What follows belongs to an exercise in optimizing a design on an open flow for a short achievable clock period and few clock cycles per item; a production flow would make more cautious choices.
In this exercise RTL edits were held to simulation tests only and were not proved equivalent to the original.

==> inputs of job 4925 <==
==> flow/design.v (excerpt) <==
module draw_fpv #(
    parameter int COLUMNS = 160,
    parameter int ROWS = 120,
    parameter int VGA_CREDITS = 4
) (
    input  logic clock,
    input  logic reset,
    input  logic start,
    input  fpv_pkg::pos_x_t player_pos_x,
    input  fpv_pkg::pos_y_t player_pos_y,
    input  fpv_pkg::angle_t player_angle,
    input  logic grid_write,
    input  fpv_pkg::grid_x_t grid_write_x,
    input  fpv_pkg::grid_y_t grid_write_y,
    input  fpv_pkg::cell_t grid_write_cell,
    input  logic vga_credit,
    output logic done,
    output logic vga_write,
    output fpv_pkg::screen_x_t vga_x,
    output fpv_pkg::screen_y_t vga_y,
    output fpv_pkg::colour_t vga_colour
);
make LEC_CHECK=0 ABC_CLOCK_PERIOD_IN_PS=3000 CAP_MARGIN=40 CORE_MARGIN=2 CORE_UTILIZATION=35 SETUP_SLACK_MARGIN=5 SLEW_MARGIN=40 SYNTH_MEMORY_MAX_BITS=16384 finish   # period 10.0 ns
run.sh (not shown) runs the stock make flow with config.mk's settings and CLKGATE_MAP_FILE= SYNTH_SCRIPT=/design/flow/synth_recipe.tcl, a recipe that flattens the netlist after the stock synthesis.
==> inputs of job 3103, as changes to job 4925 <==
--- a/flow/design.v
+++ b/flow/design.v
@@ -39,14 +39,14 @@
 module grid_ram (
     input  logic clock,
     input  logic wr_en,
     input  logic [5:0] wr_x,
     input  logic [4:0] wr_y,
     input  logic [2:0] wr_cell,
-    input  logic [4:0] ce,
-    input  logic [4:0] co,
+    input  logic [31:0] ce_oh,
+    input  logic [31:0] co_oh,
     input  logic [3:0] re,
     input  logic [3:0] ro,
     output logic [1:0][1:0][2:0] win
 );
     logic [31:0] row_oh;
     logic [63:0] col_oh;
@@ -54,19 +54,19 @@
     logic [2:0][31:0][63:0] plane;
     always_ff @(posedge clock) begin
         row_oh <= wr_en ? (32'd1 << wr_y) : 32'd0;
         col_oh <= 64'd1 << wr_x;
         wd <= wr_cell;
     end
-    always_ff @(posedge clock) begin
-        for (int r = 0; r < 32; r++) begin
-            for (int c = 0; c < 64; c++) begin
+    for (genvar r = 0; r < 32; r++) begin : g_row
+        for (genvar c = 0; c < 64; c++) begin : g_col
+            always_ff @(posedge clock) begin
                 if (row_oh[r] && col_oh[c]) begin
-                    for (int p = 0; p < 3; p++) begin
-                        plane[p][r][c] <= wd[p];
-                    end
+                    plane[0][r][c] <= wd[0];
+                    plane[1][r][c] <= wd[1];
+                    plane[2][r][c] <= wd[2];
                 end
             end
         end
     end
     logic [2:0][31:0][31:0] even_cells, odd_cells;
     logic [2:0][31:0] col_e, col_o;
@@ -81,14 +81,14 @@
             end
         end
     end
     always_ff @(posedge clock) begin
         for (int p = 0; p < 3; p++) begin
             for (int r = 0; r < 32; r++) begin
-                col_e[p][r] <= pick32(even_cells[p][r], ce);
-                col_o[p][r] <= pick32(odd_cells[p][r], co);
+                col_e[p][r] <= |(even_cells[p][r] & ce_oh);
+                col_o[p][r] <= |(odd_cells[p][r] & co_oh);
             end
         end
         re_d <= re;
         ro_d <= ro;
     end
     logic [2:0][15:0] e_even_rows, e_odd_rows, o_even_rows, o_odd_rows;
@@ -107,15 +107,12 @@
             win[0][0][p] <= pick16(e_even_rows[p], re_d);
             win[0][1][p] <= pick16(e_odd_rows[p], ro_d);
             win[1][0][p] <= pick16(o_even_rows[p], re_d);
             win[1][1][p] <= pick16(o_odd_rows[p], ro_d);
         end
     end
-    function automatic logic pick32(input logic [31:0] v, input logic [4:0] i);
-        pick32 = v[i];
-    endfunction
     function automatic logic pick16(input logic [15:0] v, input logic [3:0] i);
         pick16 = v[i];
     endfunction
 endmodule
 module ray_marcher #(
     parameter int COLUMNS = 160,
@@ -125,14 +122,14 @@
     input  logic reset,
     input  logic go,
     input  logic [7:0] angle,
     input  logic [13:0] pos_x,
     input  logic [12:0] pos_y,
     input  logic pop,
-    output logic [4:0] ce,
-    output logic [4:0] co,
+    output logic [31:0] ce_oh,
+    output logic [31:0] co_oh,
     output logic [3:0] re,
     output logic [3:0] ro,
     input  logic [1:0][1:0][2:0] win,
     output logic push,
     output logic [17:0] res_colour,
     output logic [6:0] res_top,
@@ -155,12 +152,13 @@
     logic prev_xp;
     logic iv;
     logic [5:0] c0, c1, ce_col, co_col;
     logic [4:0] r0, r1, re_row, ro_row;
     logic a_v, b_v, c_v;
     logic [7:0] a_j, b_j, c_j;
+    logic [5:0] c_jn;
     logic a_last, b_last, c_last;
     logic [LANES-1:0] a_vert, b_vert, c_vert;
     logic [LANES-1:0] a_xp, b_xp, c_xp;
     logic [LANES-1:0] a_yp, b_yp, c_yp;
     logic [LANES-1:0][2:0] lane_cell;
     logic [LANES-1:0] stop;
@@ -274,14 +272,14 @@
             c_v <= 1'b0;
         end else begin
             a_v <= iv;
             b_v <= a_v;
             c_v <= b_v;
         end
-        ce <= ce_col[5:1];
-        co <= co_col[5:1];
+        ce_oh <= 32'd1 << ce_col[5:1];
+        co_oh <= 32'd1 << co_col[5:1];
         re <= re_row[4:1];
         ro <= ro_row[4:1];
         a_j <= j;
         a_last <= j_last;
         for (int i = 0; i < LANES; i++) begin
             a_xp[i] <= lx[i][8];
@@ -294,12 +292,13 @@
         b_j <= a_j;
         b_last <= a_last;
         b_vert <= a_vert;
         b_xp <= a_xp;
         b_yp <= a_yp;
         c_j <= b_j;
+        c_jn <= b_j[7:2] + 6'd1;
         c_last <= b_last;
         c_vert <= b_vert;
         c_xp <= b_xp;
         c_yp <= b_yp;
     end
     always_comb begin
@@ -319,17 +318,15 @@
     always_ff @(posedge clock) begin
         if (reset) begin
             res_v <= 1'b0;
         end else begin
             res_v <= hit;
         end
-        if (hit) begin
-            res_n <= c_j + 8'(first) + 8'd1;
-            res_vert <= c_vert[first];
-            res_cell <= lane_cell[first];
-        end
+        res_n <= (first == 2'd3) ? {c_jn, 2'b00} : {c_j[7:2], first + 2'd1};
+        res_vert <= c_vert[first];
+        res_cell <= lane_cell[first];
     end
     logic [6:0] half_h;
     logic [5:0] lvl;
     assign half_h = 7'd60 >> res_n[7:4];
     assign lvl = res_vert ? 6'h3f : 6'h30;
     always_comb begin
@@ -377,21 +374,22 @@
     logic [17:0] p_colour;
     logic p_last;
     logic [7:0] ncol;
     logic [17:0] cur_colour;
     logic [6:0] cur_top, cur_bot;
     logic [2:0] avail;
+    logic credit_q;
     logic room;
     logic adv;
     logic col_end;
     logic need_load;
     logic [6:0] row_inc;
     logic [17:0] h_colour;
     logic [6:0] h_top, h_bot;
-    assign room = (avail > 3'd1) || (avail == 3'd1 && !vga_write);
-    assign adv = p_v && (vga_credit || room);
+    assign room = (avail + 3'(credit_q)) > 3'(vga_write);
+    assign adv = p_v && room;
     assign col_end = p_row == 7'(ROWS - 1);
     assign need_load = !p_v || (adv && col_end);
     assign pop = need_load && (fcnt != 3'd0);
     assign row_inc = p_row + 7'd1;
     assign h_colour = f_colour[rp];
     assign h_top = f_top[rp];
@@ -435,17 +433,19 @@
         end
     end
     always_ff @(posedge clock) begin
         if (reset) begin
             vga_write <= 1'b0;
             done <= 1'b0;
+            credit_q <= 1'b0;
             avail <= 3'(VGA_CREDITS);
         end else begin
             vga_write <= adv;
             done <= adv && p_last;
-            avail <= avail - 3'(vga_write) + 3'(vga_credit);
+            credit_q <= vga_credit;
+            avail <= avail - 3'(vga_write) + 3'(credit_q);
         end
         if (adv) begin
             vga_x <= p_col;
             vga_y <= p_row;
             vga_colour <= p_colour;
         end
@@ -480,40 +480,40 @@
     always_ff @(posedge clock) begin
         go <= start && !reset;
         pos_x_q <= player_pos_x;
         pos_y_q <= player_pos_y;
         angle_q <= player_angle;
     end
-    logic [4:0] ce, co;
+    logic [31:0] ce_oh, co_oh;
     logic [3:0] re, ro;
     logic [1:0][1:0][2:0] win;
     logic push, pop;
     fpv_pkg::colour_t res_colour;
     logic [6:0] res_top, res_bot;
     grid_ram ram0 (
         .clock(clock),
         .wr_en(grid_write),
         .wr_x(grid_write_x),
         .wr_y(grid_write_y),
         .wr_cell(grid_write_cell),
-        .ce(ce),
-        .co(co),
+        .ce_oh(ce_oh),
+        .co_oh(co_oh),
         .re(re),
         .ro(ro),
         .win(win)
     );
     ray_marcher #(.COLUMNS(COLUMNS)) rm0 (
         .clock(clock),
         .reset(reset),
         .go(go),
         .angle(angle_q),
         .pos_x(pos_x_q),
         .pos_y(pos_y_q),
         .pop(pop),
-        .ce(ce),
-        .co(co),
+        .ce_oh(ce_oh),
+        .co_oh(co_oh),
         .re(re),
         .ro(ro),
         .win(win),
         .push(push),
         .res_colour(res_colour),
         .res_top(res_top),
==> flow/flow/run.sh (new file) <==
#!/bin/bash
set -e
export SETUP_SLACK_MARGIN=6.4
export BUFFER_PORTS_ARGS="-buffer_cell sky130_fd_sc_hd__buf_4"
bash standard.sh MATCH_CELL_FOOTPRINT=0 "BUFFER_PORTS_ARGS=-buffer_cell sky130_fd_sc_hd__buf_4" finish > standard.log 2>&1
==> flow/standard.sh (new file) <==
#!/bin/bash
# synth_recipe.tcl (not shown) runs the flow's synth.tcl, then flattens the netlist and writes it again
# the make line also repeats each setting of config.mk as NAME=value (left out here)
make -C /OpenROAD-flow-scripts/flow DESIGN_CONFIG=/design/flow/config.mk WORK_HOME=/design/flow/orfs CLKGATE_MAP_FILE= SYNTH_SCRIPT=/design/flow/synth_recipe.tcl "${@:-finish}"
Settings changed: CORE_UTILIZATION 35 to 45, SETUP_SLACK_MARGIN 5 to default.
removed: flow/run.sh
==> run notes <==
----------------------------------------------------
[Setup path]
  Cell with the largest stage delay on the worst path ... dfxtp_4

[Route]
  Antenna viol nets, final ... 2

[Final layout]
  Area taken by flip-flops and latches ... 0.207 sq mm
  Area used by multi-input combinational logic ... 0.0724 sq mm
  Register fraction of the total cell area ... between 60% and 70%

[Status]
  Outcome ... finished with violations
  Layout check fault list ... antenna violations

[Clocking]
  Number of gates given a new drive strength after cts ... 0

[Min path]
  End of the worst hold path ... rm0.c_xp[0]$_DFF_P_

[Floorplan]
  Area of the die ... 0.818 sq mm
  Effective utilization at floorplan ... 35.1%

[STA]
  Tightest slew margin relative to the limit ... a little under two fifths

----------------------------------------------------
-- figures above: job 4925

==> run notes <==
----------------------------------------------------
[Status]
  Outcome ... timing/DRC/antenna clean

[Global routing]
  Pin count of the biggest net entering global routing ... 187
  Number of antenna violations at the first check in global routing ... 149

[Floorplan]
  Area of the die ... 0.607 sq mm
  Effective utilization at floorplan ... 45.2%

[STA]
  Tightest slew margin relative to the limit ... 32.1%
  Setup repair after global routing missed its margin ... yes

[Final layout]
  Area used by multi-input combinational logic ... between 0.05 and 0.06 sq mm
  Area taken by flip-flops and latches ... 0.208 sq mm
  Register fraction of the total cell area ... 68.3%

[Setup path]
  Type of the setup path with the least slack ... register to output pin
  Cell with the largest stage delay on the worst path ... edfxtp_1

[Min path]
  End of the worst hold path ... rm0.b_vert[2]$_DFF_P_

[Clocking]
  Number of gates given a new drive strength after cts ... 36

[Route]
  Antenna viol nets, final ... 0

----------------------------------------------------
-- figures above: job 3103

Testbench counts of job 4925, summed over its fixed seeds: cycles 615,172, frames 32.
Testbench counts of job 3103, summed over its fixed seeds: cycles 615,172, frames 32.

==> afterwards: timing with drivers on the ports <==
The results above use ideal ports. As a check the final layouts listed here were re-extracted and re-timed, cells and wires unchanged. Step 1, drivers: a clkbuf_16 drives clock and a buf_2 each remaining input, both assumed. Step 2, shift: input delay + t, output delay - t, t = (earliest + latest rising clock arrival at the registers) / 2. This alone moves slack from input paths to output paths. a / b / c = ideal / step 1 / step 2; a / b = the first two.
| run | t (ns) | setup WS [ns] | hold WS [ns] |
|---|---|---|---|
| job 4925 | 1.246 | 5.877 / 5.839 / 4.770 | 0.307 / 0.307 / 0.307 |
| job 3103 | 1.226 | 6.287 / 6.166 / 6.360 | 0.278 / 0.278 / 0.278 |
For job 4925, which loses most, drivers alone change the setup slack by -0.038 ns; drivers and shift together by -1.107 ns.
